Source: an optimization exercise on an open RTL-to-GDS flow (aim: small area, a short achievable clock period and few clock cycles per item). Production flows keep margins and buffers that such runs may drop.
Only simulation tests tie the RTL to the original design; equivalence was not proved.
Power is estimated from default activity; no workload was simulated.

## motor_speed_pi_pid_control_core
module motor_speed_pi_pid_control_core #(
    parameter int SAMPLE_WIDTH   = 16,
    parameter int GAIN_FRAC_BITS = 8,
    parameter int ACC_WIDTH      = 48
) (
    input  wire logic                                   i_clk,
    input  wire logic                                   i_rst_n,
    input  wire logic                                   i_s_axis_tvalid,
    output      logic                                   o_s_axis_tready,
    input  wire logic [((2*SAMPLE_WIDTH+1+7)/8)*8-1:0]  i_s_axis_tdata,
    output      logic                                   o_m_axis_tvalid,
    input  wire logic                                   i_m_axis_tready,
    output      logic [mspc_pkg::OUT_DATA_W-1:0]        o_m_axis_tdata,
    input  wire logic                                   i_cfg_we,
    input  wire logic [mspc_pkg::CFG_ADDR_W-1:0]        i_cfg_addr,
    input  wire logic [mspc_pkg::CFG_DATA_W-1:0]        i_cfg_wdata
);
Size: ~4300 cells after synthesis, about 380 flip-flops, roughly 90 I/O pins, ~38000 sq um of cells after synthesis.
Settings: LEC_CHECK=0, ABC_AREA=1, CAP_MARGIN=20, CORE_MARGIN=2, CORE_UTILIZATION=55, CTS_BUF_LIST=sky130_fd_sc_hd__clkbuf_4 sky130_fd_sc_hd__clkbuf_8, PLACE_DENSITY=0.7, SLEW_MARGIN=20; clock period 20.0 ns.
standard.sh (not shown) runs the stock make flow with config.mk's settings and CLKGATE_MAP_FILE= SYNTH_SCRIPT=/design/flow/synth_recipe.tcl, a recipe that flattens the netlist after the stock synthesis.
==> flow/flow/run.sh <==
#!/bin/bash
set -euo pipefail
MARGIN=${MARGIN:-14.7}
sed 's/yosys synth -nofsm -noshare/yosys synth -nofsm -noshare -noabc/' synth_recipe.tcl > synth_noabc.tcl
bash standard.sh SYNTH_SCRIPT="$PWD/synth_noabc.tcl" SYNTH_OPERATIONS_ARGS=-booth SETUP_SLACK_MARGIN=$MARGIN \
    "BUFFER_PORTS_ARGS=-buffer_cell sky130_fd_sc_hd__buf_2" finish > standard_flow.log 2>&1
Testbench counts at the start, summed over its fixed seeds: cycles 19,416, items 19,200.
Next try:
Settings changed: CTS_BUF_LIST sky130_fd_sc_hd__clkbuf_4 sky130_fd_sc_hd__clkbuf_8 to unset.
Cell area came out higher by 0.88%; area after synthesis is unchanged; wire length is about the same; non-clock buffer count came out higher by 26; clock skew came out lower by 20 ps; cell count is about the same; sequential power stays flat; worst hold slack is about the same; total power came out higher by 2.6%; utilization came out higher by 0.55 points.
Next try:
Settings changed: CTS_CLUSTER_DIAMETER set to 100, CTS_CLUSTER_SIZE set to 25.
What happened:
- The new run completed with no timing, DRC or antenna violations
- core utilization went down by 1.1 points
- setup slack got worse by 6.2 ps
- non-clock buffer count went up by 13
- count of clock-buffer cells in the layout went down by 33
- cell area went down by 1.7%
Next try:
Settings changed: CTS_CLUSTER_SIZE 25 to 20.
After rerunning: The new run went through all stages and came out clean. Utilization drops by 0.19 points. Fmax climbs by about 0.9%. Synthesized cell count does not change.
Next try:
--- a/flow/flow/run.sh
+++ b/flow/flow/run.sh
@@ -3 +3 @@
-MARGIN=${MARGIN:-14.7}
+MARGIN=${MARGIN:-14.8}
After rerunning:
- The new run finished clean
- sequential cell count does not change
- fmax barely changes
- worst setup slack loses 3.8 ps
- register-to-register slack is about the same

---

## v26
motor_speed_pi_pid_control_core again, from the RTL that the note above started with.
==> flow/config.mk <==
export PLATFORM = sky130hd
export DESIGN_NAME = motor_speed_pi_pid_control_core
export DESIGN_NICKNAME = motor_speed_pi_pid_control_core
export VERILOG_FILES = /design/flow/design.v
export SDC_FILE = /design/flow/constraint.sdc
export NUM_CORES = 4
export LEC_CHECK = 0
export ABC_AREA = 1
export CAP_MARGIN = 20
export CORE_MARGIN = 2
export CORE_UTILIZATION = 55
export CTS_CLUSTER_DIAMETER = 100
export CTS_CLUSTER_SIZE = 30
export PLACE_DENSITY = 0.7
export SLEW_MARGIN = 20
==> flow/constraint.sdc <==
create_clock -name core_clock -period 20.0 [get_ports {i_clk}]
set_input_delay 4.0000 -clock core_clock [delete_from_list [all_inputs] [get_ports {i_clk}]]
set_output_delay 4.0000 -clock core_clock [all_outputs]
set_load 0.01 [all_outputs]
==> flow/flow/run.sh <==
#!/bin/bash
set -euo pipefail
MARGIN=${MARGIN:-14.7}
sed 's/yosys synth -nofsm -noshare/yosys synth -nofsm -noshare -noabc/' synth_recipe.tcl > synth_noabc.tcl
bash standard.sh SYNTH_SCRIPT="$PWD/synth_noabc.tcl" SYNTH_OPERATIONS_ARGS=-booth SETUP_SLACK_MARGIN=$MARGIN \
    "BUFFER_PORTS_ARGS=-buffer_cell sky130_fd_sc_hd__buf_2" finish > standard_flow.log 2>&1
Testbench counts of v26, summed over its fixed seeds: cycles 19,416, items 19,200.
--- input diff v26..v42 ---
# v26
export LEC_CHECK = 0
export ABC_AREA = 1
export CAP_MARGIN = 20
export CORE_MARGIN = 2
export CORE_UTILIZATION = 55
export CTS_CLUSTER_DIAMETER = 100
export CTS_CLUSTER_SIZE = 30
export PLACE_DENSITY = 0.7
export SLEW_MARGIN = 20
create_clock -name core_clock -period 20.0 [get_ports {i_clk}]
# v42
export LEC_CHECK = 0
export ABC_AREA = 1
export CAP_MARGIN = 20
export CORE_MARGIN = 2
export CORE_UTILIZATION = 55
export CTS_CLUSTER_DIAMETER = 100
export CTS_CLUSTER_SIZE = 20
export GPL_ROUTABILITY_DRIVEN = 0
export PLACE_DENSITY = 0.7
export SLEW_MARGIN = 20
create_clock -name core_clock -period 20.0 [get_ports {i_clk}]
[summary]
On clock power, the lower figure sits with v42, not v26. Side by side, share of total power in sequential cells turned out higher in v42 than in v26. Summary of v42 over v26: total power consumption of the routed design fell 1.2%; ratio of cells with drive above 1 in the final layout about even. In the reports for v42 and v26, the larger critical path buffer and inverter count belongs to v42. | final instance area | v26 vs v42 | ≈ equal |. | footprint of the flip-flops and latches | v42 vs v26 | ≈ equal |. Summary: with v26 as the reference, detailed-route wire length in v42 moved down slightly. Minimum clock period, v42 and v26: higher on v42. v42 — non-clock buffer count 3.4% lower, v26 as reference.
Edits applied to the flow inputs when going from v42 to v15:
# v42
export LEC_CHECK = 0
export ABC_AREA = 1
export CAP_MARGIN = 20
export CORE_MARGIN = 2
export CORE_UTILIZATION = 55
export CTS_CLUSTER_DIAMETER = 100
export CTS_CLUSTER_SIZE = 20
export GPL_ROUTABILITY_DRIVEN = 0
export PLACE_DENSITY = 0.7
export SLEW_MARGIN = 20
create_clock -name core_clock -period 20.0 [get_ports {i_clk}]
# v15
export LEC_CHECK = 0
export ABC_AREA = 1
export CAP_MARGIN = 20
export CORE_MARGIN = 2
export CORE_UTILIZATION = 55
export CTS_CLUSTER_DIAMETER = 100
export CTS_CLUSTER_SIZE = 20
export PLACE_DENSITY = 0.7
export SLEW_MARGIN = 20
create_clock -name core_clock -period 20.0 [get_ports {i_clk}]
==> flow/flow/run.sh <==
#!/bin/bash
set -euo pipefail
MARGIN=${MARGIN:-14.7}
sed 's/yosys synth -nofsm -noshare/yosys synth -nofsm -noshare -noabc/' synth_recipe.tcl > synth_noabc.tcl
bash standard.sh SYNTH_SCRIPT="$PWD/synth_noabc.tcl" SYNTH_OPERATIONS_ARGS=-booth SETUP_SLACK_MARGIN=$MARGIN MATCH_CELL_FOOTPRINT=0 \
    "BUFFER_PORTS_ARGS=-buffer_cell sky130_fd_sc_hd__buf_2" finish > standard_flow.log 2>&1
Results
Diff v42 -> v15: number of cell instances on the worst register-to-register path +34%, data arrival time at the worst-slack endpoint +0.12 ns, final total power +about 1.5%, post-cts repair resize count +13%.
Between v42 and v15, critical path buffer and inverter count is higher for v42, v15 comes in under that.
The following lists how v53 was set up differently from v15:
# v15
export LEC_CHECK = 0
export ABC_AREA = 1
export CAP_MARGIN = 20
export CORE_MARGIN = 2
export CORE_UTILIZATION = 55
export CTS_CLUSTER_DIAMETER = 100
export CTS_CLUSTER_SIZE = 20
export PLACE_DENSITY = 0.7
export SLEW_MARGIN = 20
create_clock -name core_clock -period 20.0 [get_ports {i_clk}]
# v53
export LEC_CHECK = 0
export ABC_AREA = 1
export CAP_MARGIN = 20
export CORE_MARGIN = 2
export CORE_UTILIZATION = 55
export CTS_CLUSTER_DIAMETER = 150
export CTS_CLUSTER_SIZE = 20
export PLACE_DENSITY = 0.7
export SLEW_MARGIN = 20
create_clock -name core_clock -period 20.0 [get_ports {i_clk}]
==> flow/flow/run.sh <==
#!/bin/bash
set -euo pipefail
MARGIN=${MARGIN:-14.7}
sed 's/yosys synth -nofsm -noshare/yosys synth -nofsm -noshare -noabc/' synth_recipe.tcl > synth_noabc.tcl
bash standard.sh SYNTH_SCRIPT="$PWD/synth_noabc.tcl" SYNTH_OPERATIONS_ARGS=-booth SETUP_SLACK_MARGIN=$MARGIN \
    "BUFFER_PORTS_ARGS=-buffer_cell sky130_fd_sc_hd__buf_2" finish > standard_flow.log 2>&1
- The flow did not stop early for v53: all stages ran, and the layout cleared the timing, design-rule and antenna checks.
- Delta(met2 wire length, v53 - v15) < 0
- v53 against v15: number of buffers inserted for hold repair after clock tree synthesis stayed essentially flat, power dissipated in the clock network fell by about 6%, power decreased 2.7%, global-route wire length before repair shows no meaningful change, total vias in the final route decreased by about 1% relative to the old numbers.
- A worst setup path endpoint of u_cfg.o_integral_limit[12]$_SDFFE_PN0P_ is what v15 shows, while u_inc.o_acc[43]$_SDFFE_PN0P_ belongs to v53.

## port drivers added, routing unchanged
No port has a modelled driver above. Below, the same layouts with a new extraction and two added sets of constraints.
Step 1: set_driving_cell puts a clkbuf_16 on i_clk and a buf_2 on each other input, an assumption about the parent block.
Step 2 times the ports against the registers' clock, not the clock port: input delays grow and output delays shrink by t, the midpoint of the rising clock arrivals with the driver on.
a / b / c = no drivers / after step 1 / after step 2; a / b = the first two.
run | t, ns | setup slack, ns | worst hold slack (ns)
the first run of note 1 | 0.718 | 14.763 / 14.692 / 14.142 | 0.432 / 0.432 / 0.432
the second run of note 1 | 0.655 | 14.723 / 14.723 / 14.166 | 0.433 / 0.433 / 0.433
the third run of note 1 | 0.645 | 14.717 / 14.717 / 14.204 | 0.443 / 0.443 / 0.443
the fourth run of note 1 | 0.653 | 14.766 / 14.746 / 14.191 | 0.439 / 0.439 / 0.439
the fifth run of note 1 | 0.678 | 14.763 / 14.740 / 14.188 | 0.414 / 0.414 / 0.414
v26 | 0.655 | 14.709 / 14.709 / 14.180 | 0.438 / 0.438 / 0.438
v42 | 0.641 | 14.619 / 14.619 / 14.154 | 0.444 / 0.444 / 0.444
v15 | 0.686 | 14.709 / 14.711 / 14.064 | 0.438 / 0.438 / 0.438
v53 | 0.638 | 14.737 / 14.737 / 14.186 | 0.442 / 0.442 / 0.442
After both steps setup and hold are still met in every run listed. The setup slack of v15, which loses most, moves by +0.002 ns with the drivers and by -0.645 ns with both steps.
